This is an optimization exercise on Yosys and OpenROAD, whose aim is small area, a short achievable clock period and few clock cycles per item, not a production implementation. RTL that was checked went through simulation tests only; none was proved equivalent to the original. Power is estimated from default activity; no workload was simulated.

Design pe_top, start of the top module:
module pe_top (
    input  logic                      clk,
    input  logic                      rstn,
    input  logic [pe_pkg::CFG_W-1:0]  filter_size,
    input  logic                      iact_write_en,
    input  logic [pe_pkg::DATA_W-1:0] data_iact_in,
    output logic                      iact_ready,
    input  logic                      weight_write_en,
    input  logic [pe_pkg::DATA_W-1:0] data_weight_in,
    output logic                      weight_ready,
    input  logic                      psum_write_en,
    input  logic [pe_pkg::DATA_W-1:0] data_psum_in,
    output logic                      psum_ready,
    input  logic                      psum_read_en,
    output logic [pe_pkg::DATA_W-1:0] data_psum_out,
    output logic                      psum_out_valid
);
For scale: ~140 flip-flops, roughly 8300 um2 of cells after synthesis.
clock: 7.0 ns
lec_check: 0
cap_margin: 20
core_margin: 2
core_utilization: 40
setup_slack_margin: 4.1
slew_margin: 20
standard.sh (not shown) runs the stock make flow with config.mk's settings and CLKGATE_MAP_FILE= SYNTH_SCRIPT=/design/flow/synth_recipe.tcl, a recipe that flattens the netlist after the stock synthesis.
==> flow/flow/run.sh <==
#!/bin/bash
set -euo pipefail
export BUFFER_PORTS_ARGS="-buffer_cell sky130_fd_sc_hd__buf_1"
export CTS_ARGS="-sink_clustering_enable -repair_clock_nets -buf_list sky130_fd_sc_hd__clkbuf_8 -dont_use_dummy_load"
export SKIP_LAST_GASP="1"
bash standard.sh finish > standard.log 2>&1
Testbench counts at the start, summed over its fixed seeds: cycles 18,441, rows 2,394.
Then changed:
==> flow/flow/run.sh (replaced) <==
#!/bin/bash
set -euo pipefail
export BUFFER_PORTS_ARGS="-buffer_cell sky130_fd_sc_hd__buf_1"
export CTS_ARGS="-sink_clustering_enable -repair_clock_nets -buf_list sky130_fd_sc_hd__clkbuf_4 -dont_use_dummy_load"
bash standard.sh finish > standard.log 2>&1
CORE_UTILIZATION = 30   (was 40)
SETUP_SLACK_MARGIN = 4.0   (was 4.1)
Outcome:
- flip-flop and latch count does not change
- total power goes down by 4.8%
- synthesized area does not change
- cell area stays flat
- setup slack gets worse by 71 ps
Then changed:
==> flow/flow/run.sh (replaced) <==
#!/bin/bash
set -euo pipefail
export BUFFER_PORTS_ARGS="-buffer_cell sky130_fd_sc_hd__buf_1"
export CTS_ARGS="-sink_clustering_enable -repair_clock_nets -buf_list sky130_fd_sc_hd__clkbuf_8 -dont_use_dummy_load"
bash standard.sh finish > standard.log 2>&1
CORE_UTILIZATION = 40   (was 30)
SETUP_SLACK_MARGIN = 4.3   (was 4.0)
Effect:
- clock skew is lower by 12 ps
- setup slack is better by 130 ps
- power is higher by 18%
- cell count came out lower by about 5.4%
- core utilization rises by 14 points
- wire length climbs by about 1.3%
- clock power grows by 34%
Then changed:
==> flow/flow/run.sh (replaced) <==
#!/bin/bash
set -euo pipefail
export BUFFER_PORTS_ARGS="-buffer_cell sky130_fd_sc_hd__buf_1"
export CTS_ARGS="-sink_clustering_enable -repair_clock_nets -buf_list sky130_fd_sc_hd__clkbuf_4 -dont_use_dummy_load"
bash standard.sh finish > standard.log 2>&1
PLACE_DENSITY = 0.7   (was not set)
SETUP_SLACK_MARGIN = 4.0   (was 4.3)
After rerunning: First-iteration DRC count came out lower by about a fifth. Setup slack is worse by 140 ps. Worst hold slack gets better by 9.8 ps. Count of clock-buffer cells in the layout does not change. Core utilization came out lower by 3.5 points. Routed wire length went down by a little under a tenth. Final area fell by a little under a tenth. Power shrinks by about a fifth. Synthesized cell count stays the same. Maximum frequency falls by a few percent.
Then changed:
==> flow/flow/run.sh (replaced) <==
#!/bin/bash
set -euo pipefail
export BUFFER_PORTS_ARGS="-buffer_cell sky130_fd_sc_hd__buf_1"
export CTS_ARGS="-sink_clustering_enable -repair_clock_nets -buf_list sky130_fd_sc_hd__clkbuf_8 -dont_use_dummy_load"
bash standard.sh finish > standard.log 2>&1
PLACE_DENSITY = not set   (was 0.7)
SETUP_SLACK_MARGIN = 4.1   (was 4.0)
Clock skew decreases by 11 ps.
Final area increases by 1.7%.
Wire length increases by about 4.4%.
Then changed:
==> flow/flow/run.sh (replaced) <==
#!/bin/bash
set -euo pipefail
export BUFFER_PORTS_ARGS="-buffer_cell sky130_fd_sc_hd__buf_1"
export CTS_ARGS="-sink_clustering_enable -repair_clock_nets -buf_list sky130_fd_sc_hd__clkbuf_4 -dont_use_dummy_load"
bash standard.sh finish > standard.log 2>&1
SETUP_SLACK_MARGIN = 4.2   (was 4.1)
The new run ran to the end with no violations.
Clock-buffer cell count is unchanged.
Synthesized area stays the same.
Hold slack gets better by 8.1 ps.
Sequential share of layout area shrinks by 0.66 points.
Core utilization went up by 0.84 points.
Non-clock buffer count goes up by 26.
Total power goes up slightly.
Global-route usage is higher by 0.30 points.
Setup slack gets better by 20 ps.
Critical path depth stays the same.

========
Setup of P:
pe_top again, from the RTL that the note above started with.
Settings: LEC_CHECK=0, CAP_MARGIN=20, CORE_MARGIN=2, CORE_UTILIZATION=40, GPL_TIMING_DRIVEN=0, SETUP_SLACK_MARGIN=4.0, SLEW_MARGIN=20; clock period 7.0 ns.
==> flow/flow/run.sh <==
#!/bin/bash
set -euo pipefail
export BUFFER_PORTS_ARGS="-buffer_cell sky130_fd_sc_hd__buf_1"
export CTS_ARGS="-sink_clustering_enable -repair_clock_nets -buf_list sky130_fd_sc_hd__clkbuf_8 -dont_use_dummy_load"
bash standard.sh finish > standard.log 2>&1
P ran to completion and came out clean on the timing, design-rule and antenna checks.
Testbench counts of P, summed over its fixed seeds: cycles 18,441, rows 2,394.
Edits applied to the flow inputs when going from P to Q:
--- a/flow/config.mk
+++ b/flow/config.mk
@@ -10,4 +10,3 @@
 export CORE_UTILIZATION = 40
-export GPL_TIMING_DRIVEN = 0
-export SETUP_SLACK_MARGIN = 4.0
+export SETUP_SLACK_MARGIN = 4.1
 export SLEW_MARGIN = 20
==> notes.md <==
- P → Q: maximum frequency now larger, routed length on met3 decreased about 27%.
- Largest fanout on the critical path (Q over P): decrease, 5
- The portion of total power attributed to the clock network in Q was lower than what P gave.
- Max-slew headroom at the worst pin (Q over P): increase, 2.7 points
- Between P and Q, the register area figures differ only marginally.
- Looking at routed wire length across both flows, Q is the stronger of the two, with P trailing.
- On smallest setup slack after layout: between Q and P, it ends up higher for Q.
- Against P, Q comes in 1.4 points lower on part of the cycle the worst path needs.

========
== the baseline ==
Another version of the RTL of pe_top (not shown whole).
Size: ~710 cells after synthesis, roughly 140 flip-flops, about 82 I/O pins, about 8300 sq um of cells after synthesis.
## pe_top
module pe_top (
    input  logic                      clk,
    input  logic                      rstn,
    input  logic [pe_pkg::CFG_W-1:0]  filter_size,
    input  logic                      iact_write_en,
    input  logic [pe_pkg::DATA_W-1:0] data_iact_in,
    output logic                      iact_ready,
    input  logic                      weight_write_en,
    input  logic [pe_pkg::DATA_W-1:0] data_weight_in,
    output logic                      weight_ready,
    input  logic                      psum_write_en,
    input  logic [pe_pkg::DATA_W-1:0] data_psum_in,
    output logic                      psum_ready,
    input  logic                      psum_read_en,
    output logic [pe_pkg::DATA_W-1:0] data_psum_out,
    output logic                      psum_out_valid
);
Settings: LEC_CHECK=0, CAP_MARGIN=20, CORE_MARGIN=2, CORE_UTILIZATION=40, SETUP_SLACK_MARGIN=3.5, SLEW_MARGIN=20; clock period 7.0 ns.
run.sh (not shown) runs the stock make flow with config.mk's settings and CLKGATE_MAP_FILE= SYNTH_SCRIPT=/design/flow/synth_recipe.tcl, a recipe that flattens the netlist after the stock synthesis.
Stock flow here: none of the scripts above is used.
The flow did not stop early for the baseline: all stages ran, and the layout cleared the timing, design-rule and antenna checks.
Edits applied to the flow inputs when going from the baseline to the candidate:
-- flow/config.mk --
<<< the baseline, line 11
export SETUP_SLACK_MARGIN = 3.5
>>> the candidate, line 11
Findings:
- Wire: the candidate routes less than the baseline
- Looking at sequential portion of the cell area, the candidate sits above the baseline.
- Between the baseline and the candidate, final worst-path setup slack decreased.
- The candidate finished every step from synthesis to the final layout, and the layout passed the timing, design-rule and antenna checks.
Function was not checked in any run of this note: the RTL went through the layout flow alone.

========
RTL: one of the versions met above, not the one the previous note started from.
Size: ~710 cells after synthesis, about 82 I/O pins, roughly 0.0083 mm2 of cells after synthesis.
Settings: LEC_CHECK=0, CAP_MARGIN=20, CORE_MARGIN=2, CORE_UTILIZATION=40, SETUP_SLACK_MARGIN=4.0, SLEW_MARGIN=20; clock period 7.0 ns.
standard.sh (not shown) runs the stock make flow with config.mk's settings and CLKGATE_MAP_FILE= SYNTH_SCRIPT=/design/flow/synth_recipe.tcl, a recipe that flattens the netlist after the stock synthesis.
Scripts as last shown in full above: flow/flow/run.sh
Testbench counts at the start, summed over its fixed seeds: cycles 18,441, rows 2,394.
==> next run, changes <==
==> flow/flow/run.sh (replaced) <==
#!/bin/bash
set -euo pipefail
export BUFFER_PORTS_ARGS="-buffer_cell sky130_fd_sc_hd__buf_1"
export CTS_ARGS="-sink_clustering_enable -repair_clock_nets -buf_list sky130_fd_sc_hd__clkbuf_4 -dont_use_dummy_load"
bash standard.sh finish > standard.log 2>&1
Clock skew goes up by 9.8 ps.
Via count goes up by 0.59%.
Cell count goes up by 0.48%.
Power goes down by 3.7%.
==> next run, changes <==
--- a/flow/config.mk
+++ b/flow/config.mk
@@ -9,4 +9,4 @@
 export CORE_MARGIN = 2
 export CORE_UTILIZATION = 40
-export SETUP_SLACK_MARGIN = 4.0
+export SETUP_SLACK_MARGIN = 4.4
 export SLEW_MARGIN = 20
Power goes up by 19%; synthesized cell count does not change; cell count goes up by 7.2%; via count goes up by 9.7%; routed wire length goes up by 11%; die area does not change; global-route usage goes up by 1.3 points; first-iteration DRC count goes down by 2.5%; synthesized area is unchanged; worst setup slack improved by 170 ps; cell area goes up by 12%.
==> next run, changes <==
--- a/flow/config.mk
+++ b/flow/config.mk
@@ -9,4 +9,4 @@
 export CORE_MARGIN = 2
 export CORE_UTILIZATION = 40
-export SETUP_SLACK_MARGIN = 4.4
+export SETUP_SLACK_MARGIN = 4.0
 export SLEW_MARGIN = 20
=> The new run went through all stages and came out clean. Cell count went down by 6.7%. Count of clock-buffer cells in the layout stays the same. Clock power stays flat. Area after synthesis is unchanged. Setup slack gets worse by 170 ps.
==> next run, changes <==
--- a/flow/config.mk
+++ b/flow/config.mk
@@ -8,5 +8,5 @@
 export CAP_MARGIN = 20
 export CORE_MARGIN = 2
-export CORE_UTILIZATION = 40
+export CORE_UTILIZATION = 70
 export SETUP_SLACK_MARGIN = 4.0
 export SLEW_MARGIN = 20
=> The new run passed the timing, design-rule and antenna checks; wire length went down by 3.2%; global-route usage went up by 11 points; final area went down by 1.5%; synthesized area is unchanged; hold slack is about the same.
==> next run, changes <==
==> flow/flow/run.sh (replaced) <==
#!/bin/bash
set -euo pipefail
export BUFFER_PORTS_ARGS="-buffer_cell sky130_fd_sc_hd__buf_1"
export CTS_ARGS="-sink_clustering_enable -repair_clock_nets -buf_list sky130_fd_sc_hd__clkbuf_8 -dont_use_dummy_load"
bash standard.sh finish > standard.log 2>&1
--- a/flow/config.mk
+++ b/flow/config.mk
@@ -8,5 +8,5 @@
 export CAP_MARGIN = 20
 export CORE_MARGIN = 2
-export CORE_UTILIZATION = 70
-export SETUP_SLACK_MARGIN = 4.0
+export CORE_UTILIZATION = 40
+export SETUP_SLACK_MARGIN = 4.2
 export SLEW_MARGIN = 20
Worst setup slack improves by 99 ps.
Routed wire length rises by 7.0%.
Count of clock-buffer cells in the layout stays the same.

## what the ideal ports hide
The results above use ideal ports. As a check the final layouts listed here were re-extracted and re-timed, cells and wires unchanged.
Step 1 sets driving cells, clkbuf_16 on the clock port and buf_2 on the other inputs (assumed; they add their load-dependent delay and slew).
Step 2 moves the port delays by t, midway between the first and last clock arrival at a register: inputs arrive t later, outputs are due t later. That takes back most of the time a late clock gives input paths.
a / b / c = ideal ports / drivers / drivers and shift; a / b = the first two.
run | t, ns | slack for setup (ns) | hold WS [ns] | clock arrival spread, ns | worst slew at a driven data input, ns
the first run of note 1 | 0.476 | 4.206 / 4.206 / 3.919 | 0.488 / 0.488 / 0.488 | 0.020 / 0.020 | 0.03
the second run of note 1 | 0.587 | 4.135 / 4.135 / 3.965 | 0.492 / 0.492 / 0.492 | 0.036 / 0.035 | 0.04
the third run of note 1 | 0.480 | 4.267 / 4.267 / 4.156 | 0.489 / 0.489 / 0.489 | 0.026 / 0.026 | 0.03
the fourth run of note 1 | 0.567 | 4.129 / 4.129 / 3.954 | 0.499 / 0.499 / 0.499 | 0.031 / 0.032 | 0.03
the fifth run of note 1 | 0.476 | 4.206 / 4.206 / 3.919 | 0.488 / 0.488 / 0.488 | 0.020 / 0.020 | 0.03
the sixth run of note 1 | 0.573 | 4.226 / 4.226 / 3.925 | 0.496 / 0.496 / 0.496 | 0.034 / 0.034 | 0.03
P | 0.479 | 4.111 / 4.111 / 3.908 | 0.487 / 0.487 / 0.487 | 0.020 / 0.019 | 0.03
Q | 0.476 | 4.206 / 4.206 / 3.919 | 0.488 / 0.488 / 0.488 | 0.020 / 0.020 | 0.03
the baseline | 0.463 | 3.627 / 3.584 / 3.703 | 0.474 / 0.474 / 0.474 | 0.010 / 0.010 | 0.03
the candidate | 0.464 | 3.416 / 3.372 / 3.584 | 0.475 / 0.475 / 0.475 | 0.010 / 0.009 | 0.03
the first run of note 4 | 0.472 | 4.162 / 4.162 / 3.923 | 0.490 / 0.490 / 0.490 | 0.020 / 0.020 | 0.03
the second run of note 4 | 0.571 | 4.142 / 4.142 / 3.913 | 0.499 / 0.499 / 0.499 | 0.030 / 0.030 | 0.03
the third run of note 4 | 0.576 | 4.316 / 4.316 / 4.084 | 0.501 / 0.501 / 0.501 | 0.037 / 0.037 | 0.04
the fourth run of note 4 | 0.571 | 4.142 / 4.142 / 3.913 | 0.499 / 0.499 / 0.499 | 0.030 / 0.030 | 0.03
the fifth run of note 4 | 0.566 | 4.132 / 4.132 / 4.024 | 0.497 / 0.497 / 0.497 | 0.039 / 0.039 | 0.03
the sixth run of note 4 | 0.480 | 4.232 / 4.232 / 3.895 | 0.491 / 0.491 / 0.491 | 0.024 / 0.024 | 0.03
After both steps every run listed still meets setup and hold. For the sixth run of note 4, which loses most, drivers alone change the setup slack by 0.000 ns; drivers and shift together by -0.337 ns.
